This is an optimization exercise on Yosys and OpenROAD, whose aim is small area, a short achievable clock period and few clock cycles, not a production implementation. The RTL was checked by simulation tests, not by an equivalence proof against the original design. Power figures rest on the tool's default switching activity, not on a simulated workload.

## design/flow/constraint.sdc

```tcl
create_clock -name core_clock -period 10.0 [get_ports {clk}]
set_input_delay 2.0000 -clock core_clock [delete_from_list [all_inputs] [get_ports {clk}]]
set_output_delay 2.0000 -clock core_clock [all_outputs]
set_load 0.01 [all_outputs]
```

## design/flow/run.sh

```bash
#!/bin/bash
# synth_recipe.tcl (not shown) runs the flow's synth.tcl, then flattens the netlist and writes it again
# the make line also repeats each setting of config.mk as NAME=value (left out here)
make -C /OpenROAD-flow-scripts/flow DESIGN_CONFIG=/design/flow/config.mk WORK_HOME=/design/flow/orfs CLKGATE_MAP_FILE= SYNTH_SCRIPT=/design/flow/synth_recipe.tcl finish
```

## design/flow/config.mk

```make
export PLATFORM = sky130hd
export DESIGN_NAME = disc_reveal_bitmap
export DESIGN_NICKNAME = disc_reveal_bitmap
export VERILOG_FILES = /design/flow/design.v
export SDC_FILE = /design/flow/constraint.sdc
export NUM_CORES = 8
export LEC_CHECK = 0
export CAP_MARGIN = 20
export CORE_MARGIN = 2
export CORE_UTILIZATION = 45
export PLACE_DENSITY = 0.6
export SLEW_MARGIN = 20
export SYNTH_MEMORY_MAX_BITS = 8192
```

## design/flow/design.v

```verilog
package drb_pkg;
  function automatic logic [3:0] rect_count(input logic [3:0] r);
    case (r)
      4'd0: rect_count = 4'd1;
      4'd1: rect_count = 4'd2;
      4'd2: rect_count = 4'd3;
      4'd3: rect_count = 4'd3;
      4'd4: rect_count = 4'd4;
      4'd5: rect_count = 4'd4;
      4'd6: rect_count = 4'd5;
      4'd7: rect_count = 4'd6;
      4'd8: rect_count = 4'd6;
      4'd9: rect_count = 4'd7;
      4'd10: rect_count = 4'd7;
      4'd11: rect_count = 4'd8;
      4'd12: rect_count = 4'd9;
      4'd13: rect_count = 4'd9;
      4'd14: rect_count = 4'd10;
      4'd15: rect_count = 4'd10;
      default: rect_count = 4'd0;
    endcase
  endfunction
  function automatic logic [7:0] rect_wa(input logic [3:0] r, input logic [3:0] idx);
    case ({r, idx})
      8'h00: rect_wa = {4'd0, 4'd0};
      8'h10: rect_wa = {4'd1, 4'd0};
      8'h11: rect_wa = {4'd0, 4'd1};
      8'h20: rect_wa = {4'd2, 4'd0};
      8'h21: rect_wa = {4'd1, 4'd1};
      8'h22: rect_wa = {4'd0, 4'd2};
      8'h30: rect_wa = {4'd3, 4'd0};
      8'h31: rect_wa = {4'd2, 4'd2};
      8'h32: rect_wa = {4'd0, 4'd3};
      8'h40: rect_wa = {4'd4, 4'd0};
      8'h41: rect_wa = {4'd3, 4'd2};
      8'h42: rect_wa = {4'd2, 4'd3};
      8'h43: rect_wa = {4'd0, 4'd4};
      8'h50: rect_wa = {4'd5, 4'd0};
      8'h51: rect_wa = {4'd4, 4'd3};
      8'h52: rect_wa = {4'd3, 4'd4};
      8'h53: rect_wa = {4'd0, 4'd5};
      8'h60: rect_wa = {4'd6, 4'd0};
      8'h61: rect_wa = {4'd5, 4'd3};
      8'h62: rect_wa = {4'd4, 4'd4};
      8'h63: rect_wa = {4'd3, 4'd5};
      8'h64: rect_wa = {4'd0, 4'd6};
      8'h70: rect_wa = {4'd7, 4'd0};
      8'h71: rect_wa = {4'd6, 4'd3};
      8'h72: rect_wa = {4'd5, 4'd4};
      8'h73: rect_wa = {4'd4, 4'd5};
      8'h74: rect_wa = {4'd3, 4'd6};
      8'h75: rect_wa = {4'd0, 4'd7};
      8'h80: rect_wa = {4'd8, 4'd0};
      8'h81: rect_wa = {4'd7, 4'd3};
      8'h82: rect_wa = {4'd6, 4'd5};
      8'h83: rect_wa = {4'd5, 4'd6};
      8'h84: rect_wa = {4'd3, 4'd7};
      8'h85: rect_wa = {4'd0, 4'd8};
      8'h90: rect_wa = {4'd9, 4'd0};
      8'h91: rect_wa = {4'd8, 4'd4};
      8'h92: rect_wa = {4'd7, 4'd5};
      8'h93: rect_wa = {4'd6, 4'd6};
      8'h94: rect_wa = {4'd5, 4'd7};
      8'h95: rect_wa = {4'd4, 4'd8};
      8'h96: rect_wa = {4'd0, 4'd9};
      8'ha0: rect_wa = {4'd10, 4'd0};
      8'ha1: rect_wa = {4'd9, 4'd4};
      8'ha2: rect_wa = {4'd8, 4'd6};
      8'ha3: rect_wa = {4'd7, 4'd7};
      8'ha4: rect_wa = {4'd6, 4'd8};
      8'ha5: rect_wa = {4'd4, 4'd9};
      8'ha6: rect_wa = {4'd0, 4'd10};
      8'hb0: rect_wa = {4'd11, 4'd0};
      8'hb1: rect_wa = {4'd10, 4'd4};
      8'hb2: rect_wa = {4'd9, 4'd6};
      8'hb3: rect_wa = {4'd8, 4'd7};
      8'hb4: rect_wa = {4'd7, 4'd8};
      8'hb5: rect_wa = {4'd6, 4'd9};
      8'hb6: rect_wa = {4'd4, 4'd10};
      8'hb7: rect_wa = {4'd0, 4'd11};
      8'hc0: rect_wa = {4'd12, 4'd0};
      8'hc1: rect_wa = {4'd11, 4'd4};
      8'hc2: rect_wa = {4'd10, 4'd6};
      8'hc3: rect_wa = {4'd9, 4'd7};
      8'hc4: rect_wa = {4'd8, 4'd8};
      8'hc5: rect_wa = {4'd7, 4'd9};
      8'hc6: rect_wa = {4'd6, 4'd10};
      8'hc7: rect_wa = {4'd4, 4'd11};
      8'hc8: rect_wa = {4'd0, 4'd12};
      8'hd0: rect_wa = {4'd13, 4'd0};
      8'hd1: rect_wa = {4'd12, 4'd5};
      8'hd2: rect_wa = {4'd11, 4'd6};
      8'hd3: rect_wa = {4'd10, 4'd8};
      8'hd4: rect_wa = {4'd9, 4'd9};
      8'hd5: rect_wa = {4'd8, 4'd10};
      8'hd6: rect_wa = {4'd6, 4'd11};
      8'hd7: rect_wa = {4'd5, 4'd12};
      8'hd8: rect_wa = {4'd0, 4'd13};
      8'he0: rect_wa = {4'd14, 4'd0};
      8'he1: rect_wa = {4'd13, 4'd5};
      8'he2: rect_wa = {4'd12, 4'd7};
      8'he3: rect_wa = {4'd11, 4'd8};
      8'he4: rect_wa = {4'd10, 4'd9};
      8'he5: rect_wa = {4'd9, 4'd10};
      8'he6: rect_wa = {4'd8, 4'd11};
      8'he7: rect_wa = {4'd7, 4'd12};
      8'he8: rect_wa = {4'd5, 4'd13};
      8'he9: rect_wa = {4'd0, 4'd14};
      8'hf0: rect_wa = {4'd15, 4'd0};
      8'hf1: rect_wa = {4'd14, 4'd5};
      8'hf2: rect_wa = {4'd13, 4'd7};
      8'hf3: rect_wa = {4'd12, 4'd9};
      8'hf4: rect_wa = {4'd11, 4'd10};
      8'hf5: rect_wa = {4'd10, 4'd11};
      8'hf6: rect_wa = {4'd9, 4'd12};
      8'hf7: rect_wa = {4'd7, 4'd13};
      8'hf8: rect_wa = {4'd5, 4'd14};
      8'hf9: rect_wa = {4'd0, 4'd15};
      default: rect_wa = 8'h00;
    endcase
  endfunction
endpackage
module disc_reveal_bitmap (
  input  logic                                clk,
  input  logic                                rst_n,
  input  logic                                in_valid,
  output logic                                in_ready,
  input  logic [1:0]                          in_cmd,
  input  logic signed [23:0]                  in_world_x,
  input  logic signed [23:0]                  in_world_y,
  input  logic [3:0]                          in_radius,
  input  logic signed [7:0]                   in_cell_x,
  input  logic signed [7:0]                   in_cell_y,
  output logic                                out_valid,
  input  logic                                out_ready,
  output logic                                out_revealed_bit,
  output logic                                out_in_bounds,
  output logic signed [17:0]                  out_center_x,
  output logic signed [17:0]                  out_center_y,
  input  logic                                cfg_we,
  input  logic [2:0]                          cfg_idx,
  input  logic [23:0]                         cfg_wdata
);
  localparam int NP = 3;    
  localparam logic [1:0] CMD_DISC = 2'd0;
  localparam logic [1:0] CMD_CELL = 2'd1;
  localparam logic [1:0] CMD_READ = 2'd2;
  logic [6:0]         grid_cols_r;
  logic [6:0]         grid_rows_r;
  logic signed [23:0] origin_x_r;
  logic signed [23:0] origin_y_r;
  logic [15:0]        cell_size_r;
  always_ff @(posedge clk) begin
    if (!rst_n) begin
      grid_cols_r <= 7'd64;
      grid_rows_r <= 7'd64;
      origin_x_r  <= '0;
      origin_y_r  <= '0;
      cell_size_r <= 16'd8192;
    end else if (cfg_we) begin
      case (cfg_idx)
        3'd0: grid_cols_r <= cfg_wdata[6:0];
        3'd1: grid_rows_r <= cfg_wdata[6:0];
        3'd2: origin_x_r  <= cfg_wdata;
        3'd3: origin_y_r  <= cfg_wdata;
        3'd4: cell_size_r <= cfg_wdata[15:0];
        default: ;
      endcase
    end
  end
  function automatic logic [4:0] bit_len16(input logic [15:0] v);
    logic [4:0] n;
    n = '0;
    for (int i = 0; i < 16; i++) begin
      if (v[i]) n = 5'(i + 1);
    end
    bit_len16 = n;
  endfunction
  logic [6:0]  cols_eff;
  logic [6:0]  rows_eff;
  logic [15:0] den;
  logic [4:0]  den_len;
  always_ff @(posedge clk) begin
    cols_eff <= (grid_cols_r > 7'd64) ? 7'd64 : grid_cols_r;
    rows_eff <= (grid_rows_r > 7'd64) ? 7'd64 : grid_rows_r;
    den      <= (cell_size_r == '0) ? 16'd1 : cell_size_r;
    den_len  <= (cell_size_r == '0) ? 5'd1 : bit_len16(cell_size_r);
  end
  typedef struct packed {
    logic [1:0]  cmd;
    logic [3:0]  rad;
    logic        negx;
    logic [23:0] ax;
    logic        negy;
    logic [23:0] ay;
  } if_t;
  if_t        if0;
  if_t        if1;
  logic [1:0] if_cnt;
  logic       in_ready_r;
  if_t        if_new;
  logic       if_acc;
  logic       if_pop;
  logic signed [24:0] off_x;
  logic signed [24:0] off_y;
  assign off_x = 25'(in_world_x) - 25'(origin_x_r);
  assign off_y = 25'(in_world_y) - 25'(origin_y_r);
  always_comb begin
    if_new.cmd = in_cmd;
    if_new.rad = in_radius;
    if (in_cmd == CMD_DISC) begin
      if_new.negx = off_x[24];
      if_new.ax   = off_x[23:0] ^ {24{off_x[24]}};
      if_new.negy = off_y[24];
      if_new.ay   = off_y[23:0] ^ {24{off_y[24]}};
    end else begin
      if_new.negx = 1'b0;
      if_new.ax   = 24'(in_cell_x);
      if_new.negy = 1'b0;
      if_new.ay   = 24'(in_cell_y);
    end
  end
  assign in_ready = in_ready_r;
  assign if_acc   = in_valid && in_ready_r;
  always_ff @(posedge clk) begin
    logic [1:0] nxt_cnt;
    if (!rst_n) begin
      if_cnt     <= '0;
      in_ready_r <= 1'b1;
    end else begin
      nxt_cnt    = if_cnt + 2'(if_acc) - 2'(if_pop);
      if_cnt     <= nxt_cnt;
      in_ready_r <= (nxt_cnt < 2'd2);
    end
  end
  always_ff @(posedge clk) begin
    if (if_pop) begin
      if0 <= (if_cnt == 2'd2) ? if1 : if_new;
      if (if_acc && if_cnt == 2'd2) if1 <= if_new;
    end else if (if_acc) begin
      if (if_cnt == 2'd0) if0 <= if_new;
      else                if1 <= if_new;
    end
  end
  typedef struct packed {
    logic        neg;
    logic        ovf;
    logic [15:0] rem;
    logic [19:0] sq;
  } ax_t;
  typedef struct packed {
    logic [1:0] cmd;
    logic [3:0] rad;
    logic [2:0] chunks;
    ax_t        x;
    ax_t        y;
  } dv_t;
  function automatic logic [4:0] bit_len(input logic [23:0] v);
    logic [4:0] n;
    n = '0;
    for (int i = 0; i < 24; i++) begin
      if (v[i]) n = 5'(i + 1);
    end
    bit_len = n;
  endfunction
  function automatic logic [2:0] chunks_for(input logic [23:0] a, input logic [4:0] dl);
    logic signed [6:0] s;
    s = $signed({2'b00, bit_len(a)}) - $signed({2'b00, dl}) + 7'sd1;
    if (s <= 0)       chunks_for = 3'd0;
    else if (s <= 4)  chunks_for = 3'd1;
    else if (s <= 8)  chunks_for = 3'd2;
    else if (s <= 12) chunks_for = 3'd3;
    else if (s <= 16) chunks_for = 3'd4;
    else              chunks_for = 3'd5;
  endfunction
  function automatic ax_t align(input logic neg, input logic [23:0] a, input logic [2:0] c,
                                input logic [15:0] d);
    ax_t o;
    o.neg = neg;
    o.ovf = (d[15:4] == '0) && (a[23:20] >= d[3:0]);
    case (c)
      3'd0:    begin o.rem = a[15:0];          o.sq = '0;                end
      3'd1:    begin o.rem = 16'(a[23:4]);     o.sq = {a[3:0], 16'd0};   end
      3'd2:    begin o.rem = 16'(a[23:8]);     o.sq = {a[7:0], 12'd0};   end
      3'd3:    begin o.rem = 16'(a[23:12]);    o.sq = {a[11:0], 8'd0};   end
      3'd4:    begin o.rem = 16'(a[23:16]);    o.sq = {a[15:0], 4'd0};   end
      default: begin o.rem = 16'(a[23:20]);    o.sq = a[19:0];           end
    endcase
    align = o;
  endfunction
  dv_t  n_q;
  logic n_v;
  dv_t  n_new;
  always_comb begin
    logic [2:0] cx;
    logic [2:0] cy;
    logic [2:0] c;
    cx = chunks_for(if0.ax, den_len);
    cy = chunks_for(if0.ay, den_len);
    c  = (cx > cy) ? cx : cy;
    n_new.cmd = if0.cmd;
    n_new.rad = if0.rad;
    if (if0.cmd == CMD_DISC) begin
      n_new.chunks = c;
      n_new.x      = align(if0.negx, if0.ax, c, den);
      n_new.y      = align(if0.negy, if0.ay, c, den);
    end else begin
      n_new.chunks = 3'd0;
      n_new.x      = {1'b0, 1'b0, 16'd0, 12'd0, if0.ax[7:0]};
      n_new.y      = {1'b0, 1'b0, 16'd0, 12'd0, if0.ay[7:0]};
    end
  end
  function automatic ax_t chunk(input ax_t i, input logic [15:0] d);
    ax_t         o;
    logic [16:0] p;
    logic [17:0] t;
    o = i;
    for (int k = 0; k < 4; k++) begin
      p = {o.rem, o.sq[19]};
      t = {1'b0, p} - {2'b00, d};
      if (!t[17]) o.rem = t[15:0];
      else        o.rem = p[15:0];
      o.sq = {o.sq[18:0], !t[17]};
    end
    chunk = o;
  endfunction
  dv_t  c1_q;
  logic c1_v;
  dv_t  c2_q;
  logic c2_v;
  logic c1_iter;
  logic c1_leave;
  logic c2_leave;
  logic n_leave;
  logic bq_room;
  dv_t  u1_in;
  dv_t  u1_out;
  dv_t  u2_out;
  assign c2_leave = c2_v && bq_room;
  assign c1_iter  = c1_v && (c1_q.chunks >= 3'd2);
  assign c1_leave = c1_v && !c1_iter && (!c2_v || c2_leave);
  assign n_leave  = n_v && (!c1_v || c1_leave);
  assign if_pop   = (if_cnt != 2'd0) && (!n_v || n_leave);
  always_comb begin
    u1_in    = c1_iter ? c1_q : n_q;
    u1_out   = u1_in;
    u1_out.x = chunk(u1_in.x, den);
    u1_out.y = chunk(u1_in.y, den);
    u1_out.chunks = u1_in.chunks - 3'd1;
    u2_out   = c1_q;
    if (c1_q.chunks == 3'd1) begin
      u2_out.x = chunk(c1_q.x, den);
      u2_out.y = chunk(c1_q.y, den);
    end
  end
  always_ff @(posedge clk) begin
    if (!rst_n) begin
      n_v  <= 1'b0;
      c1_v <= 1'b0;
      c2_v <= 1'b0;
    end else begin
      if (if_pop)                n_v <= 1'b1;
      else if (n_leave)          n_v <= 1'b0;
      if (n_leave)               c1_v <= 1'b1;
      else if (c1_leave)         c1_v <= 1'b0;
      if (c1_leave)              c2_v <= 1'b1;
      else if (c2_leave)         c2_v <= 1'b0;
    end
  end
  always_ff @(posedge clk) begin
    if (if_pop) n_q <= n_new;
    if (c1_iter) begin
      c1_q <= u1_out;
    end else if (n_leave) begin
      c1_q <= (n_q.chunks >= 3'd2) ? u1_out : n_q;
    end
    if (c1_leave) c2_q <= u2_out;
  end
  typedef struct packed {
    logic              rd;
    logic [3:0]        rad;
    logic [3:0]        nrect;
    logic signed [7:0] xc;
    logic signed [7:0] yc;
    logic              inb;
    logic [17:0]       ocx;
    logic [17:0]       ocy;
  } bq_t;
  function automatic logic signed [17:0] centre(input ax_t a);
    logic [19:0] q;
    q = a.sq;
    if (!a.neg) begin
      if (a.ovf || q > 20'd65536) centre = 18'sd65536;
      else                        centre = {1'b0, q[16:0]};
    end else begin
      if (a.ovf || q[19:16] != '0) centre = -18'sd65536;
      else                          centre = ~{2'b00, q[15:0]};
    end
  endfunction
  function automatic logic signed [7:0] clampc(input logic signed [17:0] v);
    if (v < -18'sd16)     clampc = -8'sd16;
    else if (v > 18'sd79) clampc = 8'sd79;
    else                  clampc = v[7:0];
  endfunction
  function automatic logic on_axis(input logic signed [17:0] v, input logic [6:0] lim);
    on_axis = (v[17:6] == '0) && ({1'b0, v[5:0]} < lim);
  endfunction
  bq_t post_new;
  always_comb begin
    logic signed [17:0] vx;
    logic signed [17:0] vy;
    logic               disc;
    disc = (c2_q.cmd == CMD_DISC);
    vx = disc ? centre(c2_q.x) : {{10{c2_q.x.sq[7]}}, c2_q.x.sq[7:0]};
    vy = disc ? centre(c2_q.y) : {{10{c2_q.y.sq[7]}}, c2_q.y.sq[7:0]};
    post_new.rd    = (c2_q.cmd == CMD_READ);
    post_new.rad   = disc ? c2_q.rad : 4'd0;
    post_new.nrect = disc ? drb_pkg::rect_count(c2_q.rad) :
                     (c2_q.cmd == CMD_CELL) ? 4'd1 : 4'd0;
    post_new.xc    = clampc(vx);
    post_new.yc    = clampc(vy);
    post_new.inb   = (c2_q.cmd != 2'd3) && on_axis(vx, cols_eff) && on_axis(vy, rows_eff);
    post_new.ocx   = disc ? vx : '0;
    post_new.ocy   = disc ? vy : '0;
  end
  bq_t        bq0;
  bq_t        bq1;
  bq_t        bq2;
  logic [1:0] bq_cnt;
  logic       retire;
  assign bq_room = (bq_cnt != 2'd3);
  always_ff @(posedge clk) begin
    if (!rst_n) begin
      bq_cnt <= '0;
    end else begin
      bq_cnt <= bq_cnt + 2'(c2_leave) - 2'(retire);
    end
  end
  always_ff @(posedge clk) begin
    if (retire) begin
      bq0 <= (bq_cnt == 2'd1) ? post_new : bq1;
      bq1 <= (bq_cnt == 2'd2) ? post_new : bq2;
      if (bq_cnt == 2'd3) bq2 <= post_new;
    end else if (c2_leave) begin
      case (bq_cnt)
        2'd0:    bq0 <= post_new;
        2'd1:    bq1 <= post_new;
        default: bq2 <= post_new;
      endcase
    end
  end
  typedef struct packed {
    logic       v;
    logic [5:0] rlo;
    logic [5:0] rhi;
    logic [5:0] clo;
    logic [5:0] chi;
  } rect_t;
  logic [3:0] prog_r;         
  logic [1:0] out_cnt;
  logic       b1_res_v;
  logic [NP-1:0]   b0_v;
  logic [NP*6-1:0] b0_rlo;
  logic [NP*6-1:0] b0_rhi;
  logic [NP*6-1:0] b0_clo;
  logic [NP*6-1:0] b0_chi;
  logic       credit;
  logic [3:0] m0;
  logic [3:0] prog_nxt;
  function automatic rect_t make_rect(input logic signed [7:0] xc, input logic signed [7:0] yc,
                                      input logic [7:0] wa, input logic [6:0] cols,
                                      input logic [6:0] rows);
    rect_t             o;
    logic signed [8:0] rlo;
    logic signed [8:0] rhi;
    logic signed [8:0] clo;
    logic signed [8:0] chi;
    rlo = 9'(yc) - $signed({5'd0, wa[3:0]});
    rhi = 9'(yc) + $signed({5'd0, wa[3:0]});
    clo = 9'(xc) - $signed({5'd0, wa[7:4]});
    chi = 9'(xc) + $signed({5'd0, wa[7:4]});
    if (rlo < 0) rlo = '0;
    if (clo < 0) clo = '0;
    if (rhi >= $signed({2'b00, rows})) rhi = $signed({2'b00, rows}) - 9'sd1;
    if (chi >= $signed({2'b00, cols})) chi = $signed({2'b00, cols}) - 9'sd1;
    o.v   = (rlo <= rhi) && (clo <= chi);
    o.rlo = rlo[5:0];
    o.rhi = rhi[5:0];
    o.clo = clo[5:0];
    o.chi = chi[5:0];
    make_rect = o;
  endfunction
  always_comb begin
    logic [24:0] rc;
    logic [3:0]  used0;
    logic [3:0] room;
    logic [3:0] n1;
    credit = ({1'b0, out_cnt} + 3'(b1_res_v)) <= 3'd2;
    m0     = bq0.nrect - prog_r;
    used0  = (bq_cnt == 2'd0) ? 4'd0 : (m0 > 4'(NP)) ? 4'(NP) : m0;
    retire = (bq_cnt != 2'd0) && credit && (m0 <= 4'(NP));
    room   = 4'(NP) - used0;
    n1     = (bq_cnt >= 2'd2) ? bq1.nrect : 4'd0;
    if (retire) prog_nxt = (n1 < room) ? n1 : room;
    else        prog_nxt = prog_r + used0;
    for (int p = 0; p < NP; p++) begin
      if (bq_cnt != 2'd0 && 4'(p) < used0) begin
        rc = make_rect(bq0.xc, bq0.yc, drb_pkg::rect_wa(bq0.rad, prog_r + 4'(p)),
                               cols_eff, rows_eff);
      end else if (retire && 4'(p) - used0 < n1) begin
        rc = make_rect(bq1.xc, bq1.yc, drb_pkg::rect_wa(bq1.rad, 4'(p) - used0),
                               cols_eff, rows_eff);
      end else begin
        rc = '0;
      end
      b0_v[p]          = rc[24];
      b0_rlo[p*6 +: 6] = rc[23:18];
      b0_rhi[p*6 +: 6] = rc[17:12];
      b0_clo[p*6 +: 6] = rc[11:6];
      b0_chi[p*6 +: 6] = rc[5:0];
    end
  end
  always_ff @(posedge clk) begin
    if (!rst_n) prog_r <= '0;
    else        prog_r <= prog_nxt;
  end
  logic [NP-1:0]   b1_v;
  logic [NP*6-1:0] b1_rlo;
  logic [NP*6-1:0] b1_rhi;
  logic [NP*6-1:0] b1_clo;
  logic [NP*6-1:0] b1_chi;
  logic        b1_rd_v;
  logic [5:0]  b1_rd_x;
  logic [5:0]  b1_rd_y;
  logic        b1_inb;
  logic [17:0] b1_ocx;
  logic [17:0] b1_ocy;
  logic        keep_r;
  always_ff @(posedge clk) begin
    keep_r <= rst_n;
    if (!rst_n) begin
      for (int p = 0; p < NP; p++) b1_v[p] <= 1'b0;
      b1_res_v <= 1'b0;
      b1_rd_v  <= 1'b0;
    end else begin
      for (int p = 0; p < NP; p++) b1_v[p] <= b0_v[p];
      b1_res_v <= retire;
      b1_rd_v  <= retire && bq0.rd && bq0.inb;
    end
    for (int p = 0; p < NP; p++) begin
      b1_rlo[p*6 +: 6] <= b0_rlo[p*6 +: 6];
      b1_rhi[p*6 +: 6] <= b0_rhi[p*6 +: 6];
      b1_clo[p*6 +: 6] <= b0_clo[p*6 +: 6];
      b1_chi[p*6 +: 6] <= b0_chi[p*6 +: 6];
    end
    b1_rd_x <= bq0.xc[5:0];
    b1_rd_y <= bq0.yc[5:0];
    b1_inb  <= bq0.inb;
    b1_ocx  <= bq0.ocx;
    b1_ocy  <= bq0.ocy;
  end
  logic [4095:0]    map_q;
  logic [4095:0]    map_d;
  logic [NP*64-1:0] rmask;    
  logic [NP*64-1:0] cmask;    
  always_comb begin
    for (int p = 0; p < NP; p++) begin
      for (int i = 0; i < 64; i++) begin
        rmask[i*NP+p] = b1_v[p] && (6'(i) >= b1_rlo[p*6 +: 6]) && (6'(i) <= b1_rhi[p*6 +: 6]);
        cmask[i*NP+p] = (6'(i) >= b1_clo[p*6 +: 6]) && (6'(i) <= b1_chi[p*6 +: 6]);
      end
    end
  end
  for (genvar y = 0; y < 64; y++) begin : g_row
    for (genvar x = 0; x < 64; x++) begin : g_col
      assign map_d[y*64+x] = (map_q[y*64+x] && keep_r) ||
                             (|(rmask[y*NP +: NP] & cmask[x*NP +: NP]));
    end
  end
  always_ff @(posedge clk) begin
    map_q <= map_d;
  end
  logic        rd_bit;
  logic [63:0] rd_row;
  always_comb begin
    logic [63:0] csel;
    logic [63:0] rsel;
    for (int i = 0; i < 64; i++) begin
      csel[i] = (b1_rd_x == 6'(i));
      rsel[i] = (b1_rd_y == 6'(i));
    end
    for (int y = 0; y < 64; y++) begin
      rd_row[y] = |(map_q[y*64 +: 64] & csel);
    end
    rd_bit = b1_rd_v && |(rd_row & rsel);
  end
  typedef struct packed {
    logic        bit_;
    logic        inb;
    logic [17:0] cx;
    logic [17:0] cy;
  } res_t;
  res_t oq0;
  res_t oq1;
  res_t oq2;
  logic out_vld_r;
  res_t res_new;
  logic out_pop;
  assign res_new = {rd_bit, b1_inb, b1_ocx, b1_ocy};
  assign out_pop = (out_cnt != 2'd0) && out_ready;
  always_ff @(posedge clk) begin
    logic [1:0] nxt_cnt;
    if (!rst_n) begin
      out_cnt   <= '0;
      out_vld_r <= 1'b0;
    end else begin
      nxt_cnt   = out_cnt + 2'(b1_res_v) - 2'(out_pop);
      out_cnt   <= nxt_cnt;
      out_vld_r <= (nxt_cnt != 2'd0);
    end
  end
  always_ff @(posedge clk) begin
    if (out_pop) begin
      oq0 <= (out_cnt == 2'd1) ? res_new : oq1;
      oq1 <= (out_cnt == 2'd2) ? res_new : oq2;
      if (out_cnt == 2'd3) oq2 <= res_new;
    end else if (b1_res_v) begin
      case (out_cnt)
        2'd0:    oq0 <= res_new;
        2'd1:    oq1 <= res_new;
        default: oq2 <= res_new;
      endcase
    end
  end
  assign out_valid        = out_vld_r;
  assign out_revealed_bit = oq0.bit_;
  assign out_in_bounds    = oq0.inb;
  assign out_center_x     = oq0.cx;
  assign out_center_y     = oq0.cy;
endmodule
```

==> run summary <==
power groups by stage:
| stage | clock network [uW] | logic, uW | registers [uW] |
|---|---|---|---|
| 3_5_place_dp | 0 | 73900 | 23700 |
| 4_1_cts | 22200 | 76600 | 23300 |
| 2_1_floorplan | 0 | 41900 | 23000 |
| 3_3_place_gp | 0 | 73600 | 23700 |
layer usage:
layer | track usage | overflow
met1 | 0.849 | 195
met2 | 0.939 | 686
met3 | 0.765 | 213
met4 | 0.838 | 482
met5 | 0.663 | 21
Yosys cell counts (85+ instances only):
| cell | instances |
|---|---|
| a211o_1 | 126 |
| ha_1 | 705 |
| nand2_1 | 2623 |
| a21o_1 | 146 |
| nand4_1 | 264 |
| nor3_1 | 274 |
| a211oi_1 | 99 |
| a221o_1 | 1469 |
| buf_1 | 300 |
| a21oi_1 | 892 |
| dfxtp_1 | 4354 |
| nor2_1 | 1138 |
| o21a_1 | 107 |
| a22oi_1 | 4086 |
| nor2b_1 | 166 |
| a2111oi_0 | 105 |
| a21boi_0 | 106 |
| buf_2 | 190 |
| o21ai_0 | 1449 |
| mux2i_1 | 222 |
| o211ai_1 | 496 |
| edfxtp_1 | 632 |
| nand3_1 | 641 |
| and3_1 | 415 |
| xnor2_1 | 286 |
| or3_1 | 110 |
| o22ai_1 | 1756 |
| clkbuf_1 | 3595 |
| or2_2 | 102 |
| a31oi_1 | 119 |
| a221oi_1 | 145 |
| and2_1 | 167 |
| nor4_1 | 174 |
| o221ai_1 | 728 |
| xor2_1 | 85 |
| nand2b_1 | 167 |
| a222oi_1 | 775 |
| mux2_2 | 205 |
| inv_1 | 402 |
| a22o_1 | 200 |
timing repair:
action	in CTS
setup endpoints to repair	36
gates cloned	1
buffers inserted	13
gates resized for setup	44
pin swaps	11
per-stage QoR:
step | worst slack (ps) | std cells | util | total power [uW] | instance area [um2]
2_1_floorplan | -119 | 30700 | - | 64900 | 270000
3_3_place_gp | -753 | 36600 | 0.478 | 97200 | 286000
3_5_place_dp | -635 | 36600 | 0.479 | 97500 | 286000
4_1_cts | -233 | 37700 | 0.512 | 122000 | 306000
worst max-delay path by stage:
stage / startpoint / depth (start not counted) / endpoint / slack [ps]
floorplan: c1_v$_SDFFE_PN0P_ / 50 / c1_q[0]$_DFFE_PP_ / -120
global placement: c1_q[77]$_DFFE_PP_ / 46 / c1_q[25]$_DFFE_PP_ / -750
detailed placement: c1_q[77]$_DFFE_PP_ / 46 / c1_q[25]$_DFFE_PP_ / -630
CTS: c1_q[78]$_DFFE_PP_ / 48 / c1_q[28]$_DFFE_PP_ / -230
logic make-up after synthesis:
family                     share of synthesized area
other                                      0.0000278
adders and majority gates                     0.0360
xor gates and xnor gates                      0.0121
buffers and inverters                         0.0641
muxes                                         0.0175
and+or+nand+nor                                0.110
AOI/OAI and AO/OA                              0.367
DFF                                            0.394
==> impl_metrics.yaml <==
status:
  run_status: "stopped before the end"
  flow.stopped_at: "5_1_grt"
  flow.first_error: "[ERROR GRT-0116] Global routing finished with congestion. Check the congestion regions in the DRC Viewer."
logic_synthesis:
  synth_top_area_frac: 0.323
  post_synth_inst_count: 30700
  yosys-top-cells-area: "dfxtp_1, a22oi_1, edfxtp_1"
  netlist.top_cell.by_area: "dfxtp_1"
  synth.lib_cells_used.distinct: 113
  yosys_warnings: 1
  synthArstFlopShare: 0
  ys_dominant_reg_cell: "dfxtp_1"
  post_synth.cell_area_avg_um2: 8.79
  synthesis.area_mm2: 0.270
  synth_seq_area_share: 0.394
  number_of_flops_mapped_to_enable_cells_by_yosys: 632
  yosys_register_bits: 4986
clocking:
  cts_buf_count: 576
  htreeDepth: 6
  cts.sinks: 4986
  cts_root_cell: "clkbuf_16"
  cts.hold.buffers_added: 0
  clk_path_buf_depth: 4
grt:
  wire_length_of_the_first_global_routing_pass_um: 3510000
  grt_pass1_vias: 334000
  grt-ovfl-total: 1597
  pin_count_of_the_biggest_net_entering_global_routing: 231
  globalRouteTotalUtil: 0.850
floorplan:
  fp-row-count: 284
  die_w_um: 778
  initial_core_util: 0.451
  pin_count: 142
  floorplan.die.height_um: 778
placed_design:
  finalWeightedCongestion: 1.31
  dp_hpwl_um: 1540000
  portBuffers: 141
Testbench counts, summed over its fixed seeds: cycles 3,947.
